From an optimization exercise on the open Yosys and OpenROAD flow, aimed at small area; shortcuts taken in it are not production practice.
RTL that was checked went through simulation tests only; none was proved equivalent to the original.
No activity file was given, so power comes from the tool's default toggle rates.

## chan_top
module chan_top (
	input  wire logic                       wb_clk,
	input  wire logic                       rst_n_i,
	input  wire logic                       reg_we_i,
	input  wire logic [4-1:0]      reg_adr_i,
	input  wire logic [16-1:0]         reg_dat_i,
	output logic [16-1:0]              reg_dat_o,
	input  wire logic                       adc_vld_i,
	input  wire logic [4*12-1:0]   adc_dat_i,
	output logic [16-1:0]              tx_dat_o,
	output logic                            tx_k_o,
	output logic                            tx_vld_o,
	input  wire logic                       tx_rdy_i
);
==> flow/config.mk <==
export PLATFORM = sky130hd
export DESIGN_NAME = chan_top
export DESIGN_NICKNAME = chan_top
export VERILOG_FILES = /design/flow/design.v
export SDC_FILE = /design/flow/constraint.sdc
export NUM_CORES = 4
export LEC_CHECK = 0
export CAP_MARGIN = 20
export CORE_MARGIN = 2
export CORE_UTILIZATION = 65
export CTS_CLUSTER_DIAMETER = 80
export CTS_CLUSTER_SIZE = 26
export PLACE_DENSITY = 0.68
export SLEW_MARGIN = 20
export SYNTH_HIERARCHICAL = 1
==> flow/constraint.sdc <==
create_clock -name core_clock -period 5.0 [get_ports {wb_clk}]
set_input_delay 1.0000 -clock core_clock [delete_from_list [all_inputs] [get_ports {wb_clk}]]
set_output_delay 1.0000 -clock core_clock [all_outputs]
set_load 0.01 [all_outputs]
run.sh (not shown) runs the stock make flow with config.mk's settings and CLKGATE_MAP_FILE= SYNTH_SCRIPT=/design/flow/synth_recipe.tcl, a recipe that flattens the netlist after the stock synthesis.
The first run went through all stages and came out clean.
Then changed:
CORE_UTILIZATION = 72   (was 65)
CTS_CLUSTER_DIAMETER = 60   (was 80)
CTS_CLUSTER_SIZE = 30   (was 26)
PLACE_DENSITY = 0.76   (was 0.68)
Outcome: Power came out higher by 3.0%; global-route usage came out higher by 3.4 points; clock skew went up by 0.0083 ns; via count rose by 2.1%; count of clock-buffer cells in the layout falls by 10; wire length increases by 0.99%; design area hardly moves; cell count came out lower by 2.3%.
No run of this note included a check of the RTL's function; only the layout flow was run.

---

chan_top, a different RTL version from the one above (not shown whole).
For scale: about 2,400 cells after synthesis, ~700 flip-flops, roughly 110 I/O pins, ~27,000 µm² of cells after synthesis.
clock: 5.0 ns
lec_check: 0
cap_margin: 20
core_margin: 2
core_utilization: 65
cts_cluster_diameter: 100
cts_cluster_size: 28
place_density: 0.68
setup_slack_margin: 0.05
slew_margin: 20
synth_hierarchical: 1
standard.sh (not shown) runs the stock make flow with config.mk's settings and CLKGATE_MAP_FILE= SYNTH_SCRIPT=/design/flow/synth_recipe.tcl, a recipe that flattens the netlist after the stock synthesis.
==> flow/flow/run.sh <==
#!/bin/bash
# Layout flow: the standard layout (standard.sh) with two changes.
#  1. Synthesis maps the logic with an area-oriented ABC script (flow/area.abc)
#     instead of ORFS's speed script. Everything else in synthesis is the standard flow's
#     own script (synth_recipe.tcl): same passes, same flip-flop mapping, same
#     flattening and renaming, so the registers are the standard ones.
#  2. The port buffers are sky130_fd_sc_hd__buf_1 (every input and output
#     port still gets one) instead of the delay cell buffer_ports picks.
# Each tool's output goes to a log file in this folder; ORFS's own per-step
# logs are under orfs/logs/.
set -euo pipefail
here=$(pwd)

# ORFS synth.tcl with the ABC script swapped after the preamble has set it up
orfs_synth="$FLOW_HOME/scripts/synth.tcl"
anchor='source $::env(SCRIPTS_DIR)/synth_preamble.tcl'
grep -qF "$anchor" "$orfs_synth"
awk -v anchor="$anchor" -v abc="$here/flow/area.abc" '
	{ print }
	$0 == anchor { print "lset abc_args 1 " abc }
' "$orfs_synth" > "$here/area_synth.tcl"
grep -q "lset abc_args 1 $here/flow/area.abc" "$here/area_synth.tcl"

# The standard flow's synthesis script, sourcing that copy instead of ORFS's synth.tcl
sed 's#^source $::env(SCRIPTS_DIR)/synth.tcl$#source '"$here"'/area_synth.tcl#' \
	"$here/synth_recipe.tcl" > "$here/area_synth_recipe.tcl"
grep -q "^source $here/area_synth.tcl\$" "$here/area_synth_recipe.tcl"

BUFFER_PORTS_ARGS="-buffer_cell sky130_fd_sc_hd__buf_1" \
	bash "$here/standard.sh" SYNTH_SCRIPT="$here/area_synth_recipe.tcl" finish \
	> "$here/standard_finish.log" 2>&1

test -s "$here/out/final.def"
==> flow/flow/area.abc <==
strash
ifraig
dc2
dch -f
amap
topo
stime -c
Then changed:
==> flow/flow/area.abc (replaced) <==
strash
dch
amap
topo
stime -c
What happened: Hold slack gains 6.2 ps. Utilization goes up by 0.32 points. Cell area increases by 0.67%. Power came out lower by 6.8%. Worst setup slack gets worse by 170 ps.
Then changed:
==> flow/flow/area.abc (replaced) <==
strash
ifraig
dc2
dch -f
amap
topo
stime -c
- CTS_CLUSTER_SIZE: 28 -> 30
Outcome:
- The changed run completed without violations
- cell area decreases by 0.61%
- final cell count decreases by 0.82%
- maximum frequency increases by 3.4%
- clock-buffer cell count decreases by 2
- sequential cell count stays the same
- global-route usage increases by 4.1 points
- clock power increases by about 3%
- worst setup slack gains 160 ps
- non-clock buffer count decreases by 3
- utilization decreases by 0.28 points
- sequential power increases by 3.3%
Then changed:
- CTS_CLUSTER_SIZE: 30 -> 28
- SETUP_SLACK_MARGIN: 0.05 -> 0
Result:
- The changed run completed without violations
- setup slack got worse by 28 ps
- final cell count is about the same
- power falls by about 0.33%
- count of clock-buffer cells in the layout grows by 2
- combinational power is about the same
- worst hold slack gets worse by 3.7 ps
- final area stays flat
- die area stays the same

afterwards: timing with drivers on the ports:
Ports are ideal in the flow. The routed layouts listed here were re-timed in OpenROAD. Step 1: set_driving_cell puts a clkbuf_16 on wb_clk and a buf_2 on each other input, an assumption about the parent block. Step 2 moves the port delays by t, midway between the first and last clock arrival at a register: inputs arrive t later, outputs are due t later. That takes back most of the time a late clock gives input paths. a / b / c = ideal / step 1 / step 2; a / b = the first two.
| run | shift t [ns] | setup WS [ns] | hold WS [ns] | latest minus earliest clock arrival (ns) |
|---|---|---|---|---|
| the first run of note 1 | 0.648 | 0.941 / 0.941 / 0.643 | 0.422 / 0.422 / 0.422 | 0.027 / 0.028 |
| the second run of note 1 | 0.657 | 0.792 / 0.792 / 0.645 | 0.438 / 0.438 / 0.438 | 0.035 / 0.035 |
| the first run of note 2 | 0.675 | 0.289 / 0.289 / -0.196 | 0.441 / 0.441 / 0.441 | 0.021 / 0.021 |
| the second run of note 2 | 0.663 | 0.118 / 0.118 / -0.490 | 0.447 / 0.447 / 0.447 | 0.025 / 0.026 |
| the third run of note 2 | 0.689 | 0.276 / 0.276 / -0.231 | 0.444 / 0.444 / 0.444 | 0.029 / 0.029 |
| the fourth run of note 2 | 0.677 | 0.249 / 0.249 / -0.175 | 0.441 / 0.441 / 0.441 | 0.023 / 0.023 |
Met with ideal ports but missed after step 2: setup timing in the first run of note 2, the second run of note 2, the third run of note 2 and the fourth run of note 2. The setup slack of the second run of note 2, which loses most, moves by 0.000 ns with the drivers and by -0.608 ns with both steps.
